This design comes from an exercise in tuning for small area, a short achievable clock period and few clock cycles per item on the open sky130 flow, not from production work.
No functional check of the RTL was part of any run shown here.
Power figures rest on the tool's default switching activity, not on a simulated workload.

--- design/flow/config.mk ---
export PLATFORM = sky130hd
export DESIGN_NAME = scanline_nearest_gap_fill
export DESIGN_NICKNAME = scanline_nearest_gap_fill
export VERILOG_FILES = /design/flow/design.v
export SDC_FILE = /design/flow/constraint.sdc
export NUM_CORES = 4
export LEC_CHECK = 0
export CAP_MARGIN = 20
export CORE_MARGIN = 2
export CORE_UTILIZATION = 40
export CTS_BUF_LIST = sky130_fd_sc_hd__clkbuf_4 sky130_fd_sc_hd__clkbuf_8
export SETUP_SLACK_MARGIN = 3.0
export SLEW_MARGIN = 20
--- design/flow/constraint.sdc ---
create_clock -name core_clock -period 5.0 [get_ports {clock}]
set_input_delay 1.0000 -clock core_clock [delete_from_list [all_inputs] [get_ports {clock}]]
set_output_delay 1.0000 -clock core_clock [all_outputs]
set_load 0.01 [all_outputs]
--- design/flow/run.sh ---
#!/bin/bash
# synth_recipe.tcl (not shown) runs the flow's synth.tcl, then flattens the netlist and writes it again
# the make line also repeats each setting of config.mk as NAME=value (left out here)
make -C /OpenROAD-flow-scripts/flow DESIGN_CONFIG=/design/flow/config.mk WORK_HOME=/design/flow/orfs CLKGATE_MAP_FILE= SYNTH_SCRIPT=/design/flow/synth_recipe.tcl finish
--- design/flow/design.v ---
`timescale 1ns / 1ps
package sngf_pkg;
   localparam int CSR_W   = 13;
   localparam int ROW_W   = 12;
   localparam int COL_W   = 12;
   localparam int LEN_W   = 13;
   localparam int COLOR_W = 24;
   localparam logic [CSR_W-1:0] ROW_WIDTH_RESET = 13'd800;
endpackage
`timescale 1ns / 1ps
`timescale 1ns / 1ps
`timescale 1ns / 1ps
`timescale 1ns / 1ps
module scanline_nearest_gap_fill (
   input  logic        clock,
   input  logic        reset,
   input  logic        req_push,
   output logic        req_full,
   input  logic [24:0] req_data,
   output logic        rsp_empty,
   input  logic        rsp_pop,
   output logic [61:0] rsp_data,
   input  logic        csr_valid,
   output logic        csr_ready,
   input  logic [12:0] csr_data
);
   logic [12:0] wid_ff;       
   logic [11:0] col_ff;
   logic [11:0] row_ff;
   logic        seen_ff;
   logic [11:0] scol_ff;      
   logic [23:0] sclr_ff;      
   logic        blkp_ff;      
   logic        re_ff;        
   logic        past_ff;      
   logic        tok_ff;       
   logic        gbig_ff;      
   logic        cnz_ff;       
   logic        rinc_ff;      
   logic        full_ff;
   logic        sk_v_ff;
   logic        sk_smp_ff;
   logic [23:0] sk_clr_ff;
   logic        ov_ff;
   logic [11:0] o_start_ff;
   logic [12:0] o_len_ff;
   logic [23:0] o_clr_ff;
   logic        o_last_ff;
   logic        pb_ff;        
   logic        pt_ff;        
   logic        odd_ff;       
   logic        take;
   logic        cv;
   logic        sampled;
   logic [23:0] new_clr;
   logic        pend;
   logic        out_free;
   logic        blocked;
   logic        accept;
   logic        tail_s;
   logic        row_inc;
   logic        rebuild;
   logic [11:0] gap;
   logic [12:0] tail_len;
   logic [12:0] wid_in;
   logic [12:0] col_x;
   logic        load;
   logic [11:0] n_start;
   logic [12:0] n_len;
   logic [23:0] n_clr;
   logic        n_last;
   logic        n_pb, n_pt, n_odd;
   logic        n_ov, n_sk_v, n_blkp, n_re, n_seen;
   assign csr_ready = 1'b1;
   assign req_full  = full_ff;
   assign rsp_empty = !ov_ff;
   assign rsp_data  = {o_start_ff, o_len_ff, row_ff, o_clr_ff, o_last_ff};
   assign take     = req_push && !full_ff;
   assign cv       = sk_v_ff || take;
   assign sampled  = sk_v_ff ? sk_smp_ff : req_data[24];
   assign new_clr  = sk_v_ff ? sk_clr_ff : req_data[23:0];
   assign pend     = pb_ff || pt_ff;
   assign out_free = !ov_ff || rsp_pop;
   assign blocked  = (sampled || re_ff) && (pend || !out_free);
   assign accept   = cv && !blocked;
   assign tail_s   = re_ff && !past_ff;
   assign row_inc  = rinc_ff && out_free && !pend;
   assign rebuild  = blkp_ff && !sk_v_ff;
   assign col_x    = {1'b0, col_ff};
   assign gap      = col_ff - scol_ff;
   assign tail_len = wid_ff - {1'b0, scol_ff};
   always_comb begin
      if (csr_data == 13'd0)
         wid_in = 13'd1;
      else if (csr_data[12] && (csr_data[11:0] != 12'd0))
         wid_in = 13'd4096;
      else
         wid_in = csr_data;
   end
   always_comb begin
      load    = 1'b0;
      n_start = scol_ff;
      n_len   = 13'd1;
      n_clr   = sclr_ff;
      n_last  = 1'b1;
      n_pb    = pb_ff;
      n_pt    = pt_ff;
      n_odd   = odd_ff;
      if (pend) begin
         if (out_free) begin
            load = 1'b1;
            if (pb_ff) begin
               n_start = o_start_ff + o_len_ff[11:0];
               n_len   = o_len_ff + {12'd0, odd_ff};
               n_last  = !pt_ff;
               n_pb    = 1'b0;
            end else begin
               n_pt    = 1'b0;
            end
         end
      end else if (accept) begin
         if (sampled && !seen_ff) begin
            if (cnz_ff) begin
               load    = 1'b1;
               n_start = 12'd0;
               n_len   = col_x;
               n_clr   = new_clr;
               n_last  = !tail_s;
               n_pt    = tail_s;
            end else if (tail_s) begin
               load    = 1'b1;
               n_start = 12'd0;
               n_clr   = new_clr;
            end
         end else if (sampled) begin
            load = 1'b1;
            if (gbig_ff) begin
               n_len  = {2'b00, gap[11:1]};
               n_last = 1'b0;
               n_pb   = 1'b1;
               n_odd  = gap[0];
               n_pt   = tail_s;
            end else begin
               n_clr  = new_clr;
               n_last = !tail_s;
               n_pt   = tail_s;
            end
         end else if (re_ff && seen_ff && tok_ff) begin
            load  = 1'b1;
            n_len = tail_len;
         end
      end
   end
   always_comb begin
      n_ov   = load || (ov_ff && !rsp_pop);
      n_sk_v = cv && blocked;
      n_blkp = csr_valid || (blkp_ff && sk_v_ff);
      if (rebuild)
         n_re = (col_x + 13'd1) >= wid_ff;
      else if (accept)
         n_re = re_ff ? (wid_ff == 13'd1) : ((col_x + 13'd2) >= wid_ff);
      else
         n_re = re_ff;
      n_seen = accept ? (!re_ff && (seen_ff || sampled)) : seen_ff;
   end
   always_ff @(posedge clock) begin
      if (reset) begin
         wid_ff  <= sngf_pkg::ROW_WIDTH_RESET;
         col_ff  <= '0;
         row_ff  <= '0;
         rinc_ff <= 1'b0;
         seen_ff <= 1'b0;
         blkp_ff <= 1'b0;
         re_ff   <= 1'b0;
         past_ff <= 1'b0;
         cnz_ff  <= 1'b0;
         full_ff <= 1'b0;
         sk_v_ff <= 1'b0;
         ov_ff   <= 1'b0;
         pb_ff   <= 1'b0;
         pt_ff   <= 1'b0;
      end else begin
         if (csr_valid) wid_ff <= wid_in;
         blkp_ff <= n_blkp;
         re_ff   <= n_re;
         seen_ff <= n_seen;
         if (rebuild)
            past_ff <= col_x >= wid_ff;
         else if (accept)
            past_ff <= 1'b0;
         if (accept) begin
            col_ff <= re_ff ? 12'd0 : col_ff + 12'd1;
            cnz_ff <= !re_ff;
         end
         row_ff  <= row_ff + {11'd0, row_inc};
         rinc_ff <= (accept && re_ff) || (rinc_ff && !row_inc);
         sk_v_ff <= n_sk_v;
         full_ff <= n_sk_v || n_blkp || (n_re && n_seen && (n_ov || n_pb || n_pt));
         ov_ff   <= n_ov;
         pb_ff   <= n_pb;
         pt_ff   <= n_pt;
      end
   end
   always_ff @(posedge clock) begin
      if (!sk_v_ff) begin
         sk_smp_ff <= req_data[24];
         sk_clr_ff <= req_data[23:0];
      end
      if (rebuild)
         tok_ff <= wid_ff > {1'b0, scol_ff};
      else if (accept && sampled)
         tok_ff <= 1'b1;
      if (accept) gbig_ff <= !sampled;
      if (accept && sampled) begin
         scol_ff <= col_ff;
         sclr_ff <= new_clr;
      end
      odd_ff <= n_odd;
      if (load) begin
         o_start_ff <= n_start;
         o_len_ff   <= n_len;
         o_clr_ff   <= n_clr;
         o_last_ff  <= n_last;
      end
   end
endmodule
==> results of run 1 <==
==> sequential cells by signal, indices dropped and copies added, names as in the netlist, 12 cells and up <==
| signal | cells |
|---|---|
| o_clr_ff | 24 |
| sclr_ff | 24 |
| sk_clr_ff | 24 |
| o_len_ff | 13 |
| wid_ff | 13 |
| col_ff | 12 |
| o_start_ff | 12 |
| row_ff | 12 |
| scol_ff | 12 |
==> power breakdown <==
part	switching, mW	leakage (nW)	internal (mW)
clock network	0.617	0.215	0.396
logic	0.310	4.12	0.330
registers	0.0394	1.44	1.46
total	0.967	5.77	2.18
==> worst register-to-register path, delay by kind of cell (launching register included) <==
kind                       cells  cell delay [ns]
buffers and inverters         12             1.36
DFF                            1             0.38
and+or+nand+nor                2             0.26
AOI/OAI and AO/OA              1             0.23
adders and majority gates      1             0.18
==> metal layers <==
layer / up-vias / global-route usage [%] / wire length, um
met5: - / 0 / 0
met3: 70 / 4.60 / 1750
met1: 4193 / 30.3 / 12800
met4: 0 / 8.75 / 952
li1: 4047 / - / -
met2: 341 / 38.8 / 14600
==> path summary, 6_finish.rpt <==
path | slack [ns] | from | end
worst max register to register | 2.48 | col_ff[1] | col_ff[11]
worst max-delay path | 2.48 | col_ff[1] | col_ff[11]
worst min register to register | 0.50 | row_ff[7] | row_ff[7]
worst min-delay path | 0.50 | row_ff[7] | row_ff[7]
==> final cells by class <==
cell class	count	area share (%)
Inverter	49	1.39
Sequential cell	162	29.9
Timing Repair Buffer	299	20.5
Clock inverter	15	1.45
Multi-Input combinational cell	689	42.2
Timing Repair inverter	1	0.0445
Clock buffer	17	1.66
Tap cell	319	2.84
==> cell families (layout without fill, tap and decap cells) <==
kind of cell | Yosys count | in the layout | share of synthesized area, %
buf+inv | 86 | 381 | 3.72
mux | 53 | 53 | 7.15
flops | 162 | 162 | 43.6
simple gates | 263 | 265 | 13.5
xor+xnor | 54 | 54 | 4.99
compound gates | 234 | 236 | 16.2
fa+ha+maj | 80 | 80 | 10.8
other cells | 1 | 1 | 0.0395
==> cell usage after synthesis, types with 5 or more instances <==
library cell and instances:
nor4_1 10, a22oi_1 17, o21a_1 10, or3_1 11, o211ai_1 6, nand3_1 31
o31ai_1 6, nor3_1 10, o21ai_0 53, a21o_1 16, o22ai_1 6, nand4_1 14
xor2_1 20, a32o_1 5, a31oi_1 10, dfxtp_1 73, nor2_1 77, mux2_4 20
inv_1 47, and3_1 10, a211oi_1 6, clkbuf_1 24, mux2_2 28, nand2_1 57
buf_1 7, edfxtp_1 89, nor2b_1 15, xnor2_1 34, nand2b_1 8, a21oi_1 60
ha_1 77
==> timing repair <==
item / in CTS / in global routing
cloned: 14 / 3
setup buffers: 130 / 47
pin swaps: 67 / 83
endpoints found under the hold margin: 0 / 0
setup endpoints to repair: 246 / 216
gates resized for setup: 478 / 116
==> summary.txt, run 1 <==
remaining global-route overflow 0; GRT Overall Usage 23.4%; Nets 1342; core footprint 23400 sq um; Initial Utilization 40.5%; CP startpoint kind flip-flop; IO Count 108; share of cells above drive strength 1 42.1%; global-route wire length before repair 44500 um; Slew HR 37.6%; Port Buf Inserts 106; maximum capacitance violations 0; worst hold path class flip-flop to flip-flop; fin crit share 50.4%; vias per cell 5.58; Setup TNS 0 ns; Synth Register Bits 162; worst hold margin 0.497 ns; worst vdd ir 0.159 mV; Critical-path top delay cell dfxtp_4; final worst slack 2.48 ns; CTS tree yes; fin area 14100 sq um; post-place setup slack 0.983 ns; Cells after DPL 1325; Routed Wire Length 30000 um; critical path data arrival time 2.90 ns; critical path depth 16; Clock Path Buffers 2; most common cell after layout, fill and taps aside buf_4; clock skew 0.0234 ns; Final Util 60.1%; Initial DRT Pass Iterations 7; Post-Syn Area 9480 sq um; CP cell instances ha_4, buf_4, nand4_1, nor2_2, buf_4, buf_4, buf_4, buf_4, buf_4, buf_6, buf_6, buf_6, buf_6, buf_6, buf_6, a32o_1; drt initial violations 707; CP required 5.38 ns; Lkg Pwr 5.77 nW; Final ANT Viol Nets 0; htree depth 4; Post-Syn Nets 1056; largest area contributor in the netlist edfxtp_1; Rows 56; cts hold-fix bufs 0; drt drc 0; top cells by area, synth edfxtp_1 28%, dfxtp_1 15%, ha_1 10%, mux2_2 3.3%, a21oi_1 3.2%; vias in the first global route 8214; vias 8651; CTS root buf clkbuf_8; fill cell count 1924; Max Slew Vio Count 0; die width 158 um; syn avg cell area 10.2 sq um; largest net degree at the start of global routing 49; commonest cells after routing, fill and taps aside 108 x buf_4, 89 x edfxtp_1, 63 x buf_6; initial antenna violation count 0; status finished clean; top achievable clock speed 397 MHz; final setup fails 0; DP Area 11000 sq um; total die area 25000 sq um; register area share after synthesis 43.6%; Layout area overhead 48.3%; GP Congestion 0.896; Die Height 158 um; area of the multi-input gates 5940 sq um; Antenna Cells 0; worst hold path stage count 2; DP HPWL 17400 um; number of synthesized flops with an enable pin 89; Period minus WS final 2.52 ns; crit end category flip-flop; Worst R2R Path Depth 16; Yosys warning count 1; Syn Inst Count 933; CP delay by family, top buffers and inverters; Pwr per Cell Area 224 nW/um^2; slew of the pin with the lowest slew margin 0.937 ns; clock sinks 162; routed len/inst 19.3 um; Reg clk slew, reported paths 0.10 ns; ys flop type edfxtp_1; final cell count without fillers 1551; RSZ-0062 raised after global routing true; CP bufs+invs 12; CP peak stage delay 0.38 ns; Netlist cell types 70; share of the synthesized area in the top cell type 28.2%; worst skew pair latency 0.49 ns; Seq. cell area 4200 sq um; CTS Buf Count 17; Total Power 3.15 mW; asr flop ratio synth 0%; endpoints failing hold 0; Max Fanout on Critical Path 5; critical path class flip-flop to flip-flop
==> inputs of run 2 (changes only) <==
--- a/design/flow/config.mk
+++ b/design/flow/config.mk
@@ -11,3 +11,3 @@
 export CTS_BUF_LIST = sky130_fd_sc_hd__clkbuf_4 sky130_fd_sc_hd__clkbuf_8
-export SETUP_SLACK_MARGIN = 3.0
+export SETUP_SLACK_MARGIN = 2.6
 export SLEW_MARGIN = 20
==> summary.txt, run 2 <==
worst hold path stage count 1; Period minus WS final 2.44 ns; core footprint 23400 sq um; CP delay by family, top compound AO/OA/AOI/OAI gates; Slew HR 40.8%; Rows 56; status finished clean; met3 GRT Util 2.57%; largest net degree at the start of global routing 51; final setup fails 0; Antenna Cells 0; htree depth 4; fin area 12400 sq um; total die area 25000 sq um; worst r2r src col_ff[4]; Nets 1230; share of cells above drive strength 1 23.0%; IO Count 108; drt drc 0; Lkg Pwr 5.05 nW; DP Area 10900 sq um; Post-Syn Area 9480 sq um; most common cell after layout, fill and taps aside edfxtp_1; share of the synthesized area in the top cell type 28.2%; endpoints failing hold 0; Critical-path top delay cell dfxtp_4; CP bufs+invs 1; worst hold margin 0.494 ns; Setup crit start col_ff[4]; Initial Utilization 40.5%; top-count cell post-synth edfxtp_1; CP cell instances buf_6, and3_4, nand3_1, xnor2_1, ha_1, nand4_1, nor2_1, a211oi_2, nor4_2, o41ai_2, nor2_1; Die Height 158 um; Global Route met2 Usage 34.1%; GP Congestion 0.883; Initial DRT Pass Iterations 5; clock skew 0.0169 ns; Final ANT Viol Nets 0; clock sinks 162; asr flop ratio synth 0%; vias in the first global route 7544; vias 7881; Max Slew Vio Count 0; Netlist cell types 70; maximum capacitance violations 0; Routed Wire Length 26200 um; ys flop type edfxtp_1; worst skew pair latency 0.47 ns; Layout area overhead 31.1%; global-route wire length before repair 40700 um; slew of the pin with the lowest slew margin 0.888 ns; Clock Path Buffers 2; Setup TNS 0 ns; GRT Overall Usage 21.1%; CP required 5.32 ns; cts hold-fix bufs 0; CP peak stage delay 0.37 ns; Final Util 53.1%; register area share after synthesis 43.6%; vias per cell 5.48; DP HPWL 17500 um; Syn Inst Count 933; commonest cells after routing, fill and taps aside 89 x edfxtp_1, 69 x buf_4, 68 x ha_1; Worst R2R Path Depth 11; FF-to-FF End re_ff; crit end category flip-flop; worst hold path class flip-flop to flip-flop; critical path data arrival time 2.76 ns; hold_sp sk_clr_ff[2]; most frequent CP cell nor2_1; Synth Register Bits 162; fin crit share 48.8%; CTS root buf clkbuf_8; remaining global-route overflow 0; Yosys warning count 1; CP startpoint kind flip-flop; RSZ-0062 raised after global routing true; CTS Buf Count 17; fill cell count 2134; Worst R2R Setup Slack 2.56 ns; number of synthesized flops with an enable pin 89; met1 usage 29.4%; top achievable clock speed 410 MHz; syn avg cell area 10.2 sq um; top cells by area, synth edfxtp_1 28%, dfxtp_1 15%, ha_1 10%, mux2_2 3.3%, a21oi_1 3.2%; Reg clk slew, reported paths 0.10 ns; Port Buf Inserts 106; Post-synth top cells 89 x edfxtp_1, 77 x ha_1, 77 x nor2_1; worst vdd ir 0.186 mV; initial antenna violation count 0; grt peak-use layer met2; critical path class flip-flop to flip-flop; hold-critical path endpoint sk_clr_ff[2]; Post-Syn Nets 1056; Pwr per Cell Area 238 nW/um^2; die width 158 um; CTS tree yes; Largest regs o_clr_ff (24), sclr_ff (24), sk_clr_ff (24); largest area contributor in the netlist edfxtp_1; Max Fanout on Critical Path 6; routed len/inst 18.2 um; drt initial violations 542
-- run 2: how the worst max path moves through the flow --
| stage | to | cells after the start | slack [ns] |
|---|---|---|---|
| 3_5_place_dp | o_clr_ff[20] | 7 | 0.99 |
| 6_report | re_ff | 11 | 2.56 |
| 4_1_cts | rsp_data[31] | 1 | 2.60 |
| 5_1_grt | re_ff | 11 | 2.47 |
| 3_3_place_gp | o_clr_ff[5] | 7 | 1.07 |
| 2_1_floorplan | o_clr_ff[0] | 6 | 1.97 |
-- run 2: timing repair --
action | in CTS | in global routing
hold endpoints to repair | 0 | 0
endpoints found under the setup margin | 202 | 62
pin swaps | 26 | 43
setup buffers | 62 | 17
gates resized for setup | 109 | 57
cloned | 2 | 1
-- run 2: cell type report --
cell class | count | area, sq um | area share (%)
Multi-Input combinational cell | 686 | 5430 | 43.7
Sequential cell | 162 | 4180 | 33.6
Timing Repair Buffer | 191 | 1810 | 14.6
Tap cell | 319 | 399 | 3.21
Clock buffer | 17 | 234 | 1.88
Clock inverter | 15 | 189 | 1.52
Inverter | 49 | 189 | 1.52
-- run 2: metal layers --
| layer | vias to the layer above | share of wire, % |
|---|---|---|
| met5 | - | 0 |
| met4 | 0 | 2.3 |
| met2 | 266 | 46 |
| met3 | 49 | 4.8 |
| li1 | 3807 | - |
| met1 | 3759 | 47 |
-- run 2: metrics by stage --
| stage | cells | power (mW) | worst slack, ns |
|---|---|---|---|
| finish | 1439 | 2.96 | 2.56 |
| global route | 1439 | 3.08 | 2.47 |
| CTS | 1421 | 2.96 | 2.60 |
| detailed placement | 1325 | 1.93 | 0.986 |
| global placement | 1325 | 1.93 | 1.07 |
| floorplan | 933 | 1.78 | 1.97 |
-- run 2: report_power, final --
part           leakage (nW)  total [mW]  internal, mW  switching [mW]
Clock                 0.202       0.988         0.385           0.603
Sequential             1.43        1.50          1.46          0.0382
Combinational          3.42       0.477         0.228           0.249
-- run 2: kinds of logic after synthesis --
group,Yosys count,synth area share [%]
xor+xnor,54,4.99
buf+inv,86,3.72
flops,162,43.6
simple gates,263,13.5
other cells,1,0.0395
fa+ha+maj,80,10.8
mux,53,7.15
compound gates,234,16.2

==> what the ideal ports hide <==
No port has a modelled driver above. Below, the same layouts with a new extraction and two added sets of constraints.
Step 1: set_driving_cell puts a clkbuf_16 on clock and a buf_2 on each other input, an assumption about the parent block.
Step 2 also shifts input and output timing later by t, the mid clock arrival at the registers, as if the neighbouring blocks saw the same clock.
Slacks: ideal / step 1 / step 2; pairs: ideal / step 1.
| run | t (ns) | setup WS [ns] | hold slack, ns | latest minus earliest clock arrival (ns) |
|---|---|---|---|---|
| run 1 | 0.518 | 2.479 / 2.479 / 2.109 | 0.497 / 0.497 / 0.497 | 0.024 / 0.024 |
| run 2 | 0.504 | 2.560 / 2.560 / 2.160 | 0.494 / 0.494 / 0.494 | 0.018 / 0.018 |
After both steps setup and hold are still met in every run listed. The setup slack of run 2, which loses most, moves by 0.000 ns with the drivers and by -0.400 ns with both steps.
